From an optimization exercise on the open Yosys and OpenROAD flow, aimed at small area; shortcuts taken in it are not production practice. The RTL was checked by simulation tests, not by an equivalence proof against the original design. Power and IR drop assume default switching activity. No driver is modelled on the clock port, so clocking that relies on it looks cheaper here than on a real chip.

==> 03-13 <==
## pe_relay_fifo3
module pe_relay_fifo3 #(
    parameter int EAST_WIDTH  = 132,
    parameter int NORTH_WIDTH = 164,
    parameter int SOUTH_WIDTH = 164,
    parameter int DEPTH       = 4,
    parameter int CNT_BITS    = $clog2(DEPTH) + 1
) (
    input  logic                   clk,
    input  logic                   reset,
    input  logic                   ap_start,
    input  logic [EAST_WIDTH-1:0]  in_from_east,
    input  logic                   in_east_valid,
    output logic                   in_east_ready,
    output logic [EAST_WIDTH-1:0]  out_to_east,
    output logic                   out_east_valid,
    input  logic                   out_east_ready,
    input  logic [NORTH_WIDTH-1:0] in_from_north,
    input  logic                   in_north_valid,
    output logic                   in_north_ready,
    output logic [NORTH_WIDTH-1:0] out_to_north,
    output logic                   out_north_valid,
    input  logic                   out_north_ready,
    input  logic [SOUTH_WIDTH-1:0] in_from_south,
    input  logic                   in_south_valid,
    output logic                   in_south_ready,
    output logic [SOUTH_WIDTH-1:0] out_to_south,
    output logic                   out_south_valid,
    input  logic                   out_south_ready,
    output logic [CNT_BITS-1:0]    east_count,
    output logic [CNT_BITS-1:0]    north_count,
    output logic [CNT_BITS-1:0]    south_count,
    output logic                   busy
);
    logic [CNT_BITS-1:0] w_east_count;
    logic [CNT_BITS-1:0] w_north_count;
    logic [CNT_BITS-1:0] w_south_count;
    pe_relay_chan #(.WIDTH(EAST_WIDTH), .CNT_BITS(CNT_BITS)) u_east (
        .clk(clk), .reset(reset), .i_run(ap_start),
        .i_data(in_from_east), .i_valid(in_east_valid), .o_ready(in_east_ready),
        .o_data(out_to_east), .o_valid(out_east_valid), .i_ready(out_east_ready),
        .o_count(w_east_count)
    );
    pe_relay_chan #(.WIDTH(NORTH_WIDTH), .CNT_BITS(CNT_BITS)) u_north (
        .clk(clk), .reset(reset), .i_run(ap_start),
        .i_data(in_from_north), .i_valid(in_north_valid), .o_ready(in_north_ready),
        .o_data(out_to_north), .o_valid(out_north_valid), .i_ready(out_north_ready),
        .o_count(w_north_count)
    );
    pe_relay_chan #(.WIDTH(SOUTH_WIDTH), .CNT_BITS(CNT_BITS)) u_south (
        .clk(clk), .reset(reset), .i_run(ap_start),
  ...
==> module pe_relay_store, before the edit <==
module pe_relay_store #(
    parameter int WIDTH = 132
) (
    input  logic             clk,
    input  logic [WIDTH-1:0] i_data,
    input  logic             i_sel_h,
    input  logic             i_sel_in,
    input  logic             i_sel_t0,
    input  logic             i_sel_t1,
    input  logic             i_sel_t2,
    input  logic             i_we0,
    input  logic             i_we1,
    input  logic             i_we2,
    input  logic             i_keep0,
    input  logic             i_keep1,
    input  logic             i_keep2,
    output logic [WIDTH-1:0] o_head
);
    logic [WIDTH-1:0] r_head;
    logic [WIDTH-1:0] r_t0, r_t1, r_t2;
    always_ff @(posedge clk) begin
        r_head <= (r_head & {WIDTH{i_sel_h}})
                | (i_data & {WIDTH{i_sel_in}})
                | (r_t0   & {WIDTH{i_sel_t0}})
                | (r_t1   & {WIDTH{i_sel_t1}})
                | (r_t2   & {WIDTH{i_sel_t2}});
    end
    always_ff @(posedge clk) begin
        r_t0 <= (i_data & {WIDTH{i_we0}}) | (r_t0 & {WIDTH{i_keep0}});
        r_t1 <= (i_data & {WIDTH{i_we1}}) | (r_t1 & {WIDTH{i_keep1}});
        r_t2 <= (i_data & {WIDTH{i_we2}}) | (r_t2 & {WIDTH{i_keep2}});
    end
    assign o_head = r_head;
endmodule
==> module pe_relay_chan, before the edit <==
module pe_relay_chan #(
    parameter int WIDTH    = 132,
    parameter int CNT_BITS = 3
) (
    input  logic                clk,
    input  logic                reset,
    input  logic                i_run,
    input  logic [WIDTH-1:0]    i_data,
    input  logic                i_valid,
    output logic                o_ready,
    output logic [WIDTH-1:0]    o_data,
    output logic                o_valid,
    input  logic                i_ready,
    output logic [CNT_BITS-1:0] o_count
);
    logic [WIDTH-1:0]    w_head;
    logic [CNT_BITS-1:0] r_count;
    logic [1:0]          r_rp;       
    logic [1:0]          r_wp;       
    logic w_empty, w_one, w_full;
    logic w_ready, w_valid, w_push, w_pop;
    logic w_head_in, w_head_tail, w_tail_wr;
    logic w_sel_h, w_sel_in, w_sel_t0, w_sel_t1, w_sel_t2;
    logic w_we0, w_we1, w_we2;
    always_comb begin
        w_empty = (r_count == 3'd0);
        w_one   = (r_count == 3'd1);
        w_full  = r_count[2];
        w_ready = i_run && !w_full;
        w_valid = i_run && !w_empty;
        w_push  = i_valid && w_ready;
        w_pop   = w_valid && i_ready;
        w_head_in   = w_push && (w_empty || (w_one && w_pop));
        w_head_tail = w_pop && !w_empty && !w_one;
        w_tail_wr   = w_push && !w_head_in;
        w_sel_in = !reset && w_head_in;
        w_sel_t0 = !reset && w_head_tail && (r_rp == 2'd0);
        w_sel_t1 = !reset && w_head_tail && (r_rp == 2'd1);
        w_sel_t2 = !reset && w_head_tail && (r_rp == 2'd2);
        w_sel_h  = !reset && !w_head_in && !w_head_tail;
        w_we0 = w_tail_wr && (r_wp == 2'd0);
        w_we1 = w_tail_wr && (r_wp == 2'd1);
        w_we2 = w_tail_wr && (r_wp == 2'd2);
    end
    pe_relay_store #(.WIDTH(WIDTH)) u_store (
        .clk(clk), .i_data(i_data),
        .i_sel_h(w_sel_h), .i_sel_in(w_sel_in),
        .i_sel_t0(w_sel_t0), .i_sel_t1(w_sel_t1), .i_sel_t2(w_sel_t2),
        .i_we0(w_we0), .i_we1(w_we1), .i_we2(w_we2),
        .i_keep0(!w_we0), .i_keep1(!w_we1), .i_keep2(!w_we2),
        .o_head(w_head)
    );
    always_ff @(posedge clk) begin
        if (reset) begin
            r_count <= 3'd0;
            r_rp    <= 2'd0;
            r_wp    <= 2'd0;
        end else begin
            if (w_tail_wr)   r_wp <= (r_wp == 2'd2) ? 2'd0 : r_wp + 2'd1;
            if (w_head_tail) r_rp <= (r_rp == 2'd2) ? 2'd0 : r_rp + 2'd1;
            case ({w_push, w_pop})
                2'b10:   r_count <= r_count + 3'd1;
                2'b01:   r_count <= r_count - 3'd1;
                default: r_count <= r_count;
            endcase
        end
    end
    always_comb begin
        o_ready = w_ready;
        o_valid = w_valid;
        o_data  = w_head;
        o_count = r_count;
    end
endmodule
export LEC_CHECK = 0
export CAP_MARGIN = 20
export CORE_MARGIN = 2
export CORE_UTILIZATION = 70
export SLEW_MARGIN = 20
export SYNTH_HIERARCHICAL = 1
create_clock -name core_clock -period 5.0 [get_ports {clk}]
standard.sh (not shown) runs the stock make flow with config.mk's settings and CLKGATE_MAP_FILE= SYNTH_SCRIPT=/design/flow/synth_recipe.tcl, a recipe that flattens the netlist after the stock synthesis.
==> flow/flow/run.sh <==
#!/bin/bash
# Standard ORFS layout (standard synthesis included) with the smallest
# buffer on every port and a clock tree of clkbuf_16 clusters without dummy loads.
set -euo pipefail
export BUFFER_PORTS_ARGS="-buffer_cell sky130_fd_sc_hd__buf_1"
export CTS_ARGS="-sink_clustering_enable -repair_clock_nets -dont_use_dummy_load -buf_list {sky130_fd_sc_hd__clkbuf_16} -sink_clustering_size 30 -sink_clustering_max_diameter 120"
bash standard.sh finish > standard_flow.log 2>&1
==> inputs of 04-08, as changes to 03-13 <==
--- a/flow/design.v
+++ b/flow/design.v
@@ -1,37 +1,3 @@
-module pe_relay_store #(
-    parameter int WIDTH = 132
-) (
-    input  logic             clk,
-    input  logic [WIDTH-1:0] i_data,
-    input  logic             i_sel_h,
-    input  logic             i_sel_in,
-    input  logic             i_sel_t0,
-    input  logic             i_sel_t1,
-    input  logic             i_sel_t2,
-    input  logic             i_we0,
-    input  logic             i_we1,
-    input  logic             i_we2,
-    input  logic             i_keep0,
-    input  logic             i_keep1,
-    input  logic             i_keep2,
-    output logic [WIDTH-1:0] o_head
-);
-    logic [WIDTH-1:0] r_head;
-    logic [WIDTH-1:0] r_t0, r_t1, r_t2;
-    always_ff @(posedge clk) begin
-        r_head <= (r_head & {WIDTH{i_sel_h}})
-                | (i_data & {WIDTH{i_sel_in}})
-                | (r_t0   & {WIDTH{i_sel_t0}})
-                | (r_t1   & {WIDTH{i_sel_t1}})
-                | (r_t2   & {WIDTH{i_sel_t2}});
-    end
-    always_ff @(posedge clk) begin
-        r_t0 <= (i_data & {WIDTH{i_we0}}) | (r_t0 & {WIDTH{i_keep0}});
-        r_t1 <= (i_data & {WIDTH{i_we1}}) | (r_t1 & {WIDTH{i_keep1}});
-        r_t2 <= (i_data & {WIDTH{i_we2}}) | (r_t2 & {WIDTH{i_keep2}});
-    end
-    assign o_head = r_head;
-endmodule
 module pe_relay_chan #(
     parameter int WIDTH    = 132,
     parameter int CNT_BITS = 3
@@ -47,7 +13,8 @@
     input  logic                i_ready,
     output logic [CNT_BITS-1:0] o_count
 );
-    logic [WIDTH-1:0]    w_head;
+    logic [WIDTH-1:0]    r_head;
+    logic [WIDTH-1:0]    r_t0, r_t1, r_t2;
     logic [CNT_BITS-1:0] r_count;
     logic [1:0]          r_rp;       
     logic [1:0]          r_wp;       
@@ -76,14 +43,18 @@
         w_we1 = w_tail_wr && (r_wp == 2'd1);
         w_we2 = w_tail_wr && (r_wp == 2'd2);
     end
-    pe_relay_store #(.WIDTH(WIDTH)) u_store (
-        .clk(clk), .i_data(i_data),
-        .i_sel_h(w_sel_h), .i_sel_in(w_sel_in),
-        .i_sel_t0(w_sel_t0), .i_sel_t1(w_sel_t1), .i_sel_t2(w_sel_t2),
-        .i_we0(w_we0), .i_we1(w_we1), .i_we2(w_we2),
-        .i_keep0(!w_we0), .i_keep1(!w_we1), .i_keep2(!w_we2),
-        .o_head(w_head)
-    );
+    always_ff @(posedge clk) begin
+        r_head <= (r_head & {WIDTH{w_sel_h}})
+                | (i_data & {WIDTH{w_sel_in}})
+                | (r_t0   & {WIDTH{w_sel_t0}})
+                | (r_t1   & {WIDTH{w_sel_t1}})
+                | (r_t2   & {WIDTH{w_sel_t2}});
+    end
+    always_ff @(posedge clk) begin
+        if (w_we0 && !reset) r_t0 <= i_data;
+        if (w_we1 && !reset) r_t1 <= i_data;
+        if (w_we2 && !reset) r_t2 <= i_data;
+    end
     always_ff @(posedge clk) begin
         if (reset) begin
             r_count <= 3'd0;
@@ -102,7 +73,7 @@
     always_comb begin
         o_ready = w_ready;
         o_valid = w_valid;
-        o_data  = w_head;
+        o_data  = r_head;
         o_count = r_count;
     end
 endmodule
==> flow/flow/run.sh (replaced) <==
#!/bin/bash
# Standard ORFS layout with smaller port buffers and a clock tree without dummy loads.
set -euo pipefail
export BUFFER_PORTS_ARGS="-buffer_cell sky130_fd_sc_hd__buf_1"
export CTS_ARGS="-sink_clustering_enable -repair_clock_nets -dont_use_dummy_load -buf_list {sky130_fd_sc_hd__clkbuf_4 sky130_fd_sc_hd__clkbuf_8}"
bash standard.sh finish > standard_flow.log 2>&1
--- a/flow/config.mk
+++ b/flow/config.mk
@@ -7,6 +7,5 @@
 export LEC_CHECK = 0
 export CAP_MARGIN = 20
 export CORE_MARGIN = 2
-export CORE_UTILIZATION = 70
+export CORE_UTILIZATION = 40
 export SLEW_MARGIN = 20
-export SYNTH_HIERARCHICAL = 1
==> results.txt <==
- Between 04-08 and 03-13, the lower synthesized cell count is in 04-08 (gap about 30%, measured against 03-13).
- Of 03-13 and 04-08, 03-13 has the higher sequential power (gap about 17%, measured against 04-08).
- Power: 03-13 is higher than 04-08 (4.9%).
- Combinational power: 03-13 is higher than 04-08 (100%).
- Between 04-08 and 03-13, the lower via count is in 04-08 (gap 23%, measured against 03-13).
- Of 03-13 and 04-08, 04-08 has the higher count of clock-buffer cells in the layout (gap 254).
- Of 04-08 and 03-13, 03-13 has the higher wire length (gap 8.8%, measured against 03-13).
- Non-clock buffer count: 04-08 is higher than 03-13 (14).
- Of 04-08 and 03-13, 03-13 has the higher setup slack (gap 0.33 ns).
- Global-route usage: 04-08 is lower than 03-13 (20 points).
==> figures <==
| item | 03-13 | 04-08 |
|---|---|---|
| Status | finished clean | finished clean |
| Worst R2R Path Depth | 8 | 6 |
| Crit path time final | 3.31 ns | 3.64 ns |
| Library cell used as clock root buffer | clkbuf_16 | clkbuf_8 |
| Hold worst-path end | u_north.u_store.r_head[46]$_DFF_P_ | u_east.r_t0[16]$_DFFE_PP_ |
| Cell accounting for the most synthesized area | dfxtp_1 | edfxtp_1 |
| Number of unique standard cell types used by synthesis | 39 | 37 |
| Post-synthesis share of cell area spent on xor and xnor gates | 0.0831% | 0.0798% |
| Final Worst Setup Slack | 1.69 ns | 1.36 ns |
| Instance count of the mapped netlist | 5,339 | 3,684 |
| Multi-In Gates | 2,890 | 1,521 |
| CP Max Fanout | 6 | 5 |
| Antenna diodes | 89 | 39 |
| Routed met2 length | 88,900 µm | 86,000 µm |
| Vias per inst | 7.27 | 5.70 |
| Power attributed to sequential cells | 20.5 mW | 17.5 mW |
| Proportion of cell area occupied by registers | 54.6% | 66.4% |
| Fraction of layout cells with a size suffix above 1 | 3.21% | 9.47% |
| Buffers, non-clock | 1,011 | 1,025 |
| Internal Dissipation | 23.8 mW | 23.8 mW |
| Initial Util | 70.4% | 40.4% |
| Relative contribution of the clock network to total power | 21.2% | 35.5% |

[static timing again, ports no longer ideal]
In the flow no input, the clock included, has a driving cell. The finished layouts below were timed again as built, in two steps. Step 1 (the two cells are an assumption about what drives the block):
set clk [get_ports {clk}]
set_driving_cell -lib_cell sky130_fd_sc_hd__clkbuf_16 $clk
set_driving_cell -lib_cell sky130_fd_sc_hd__buf_2 [delete_from_list [all_inputs] $clk]
Step 2, shift: input delay + t, output delay - t, t = (earliest + latest rising clock arrival at the registers) / 2. This alone moves slack from input paths to output paths. Slacks: no drivers / after step 1 / after step 2; pairs: no drivers / after step 1.
run	shift t [ns]	setup WS [ns]	worst setup path after step 2	worst register clock-pin slew, ns
03-13	0.731	1.691 / 1.616 / 1.430	input to register	0.11 / 0.11
04-08	1.081	1.356 / 1.278 / 1.321	input to register	0.06 / 0.06
After both steps setup and hold are still met in every run listed. For 03-13, which loses most, drivers alone change the setup slack by -0.075 ns; drivers and shift together by -0.261 ns.
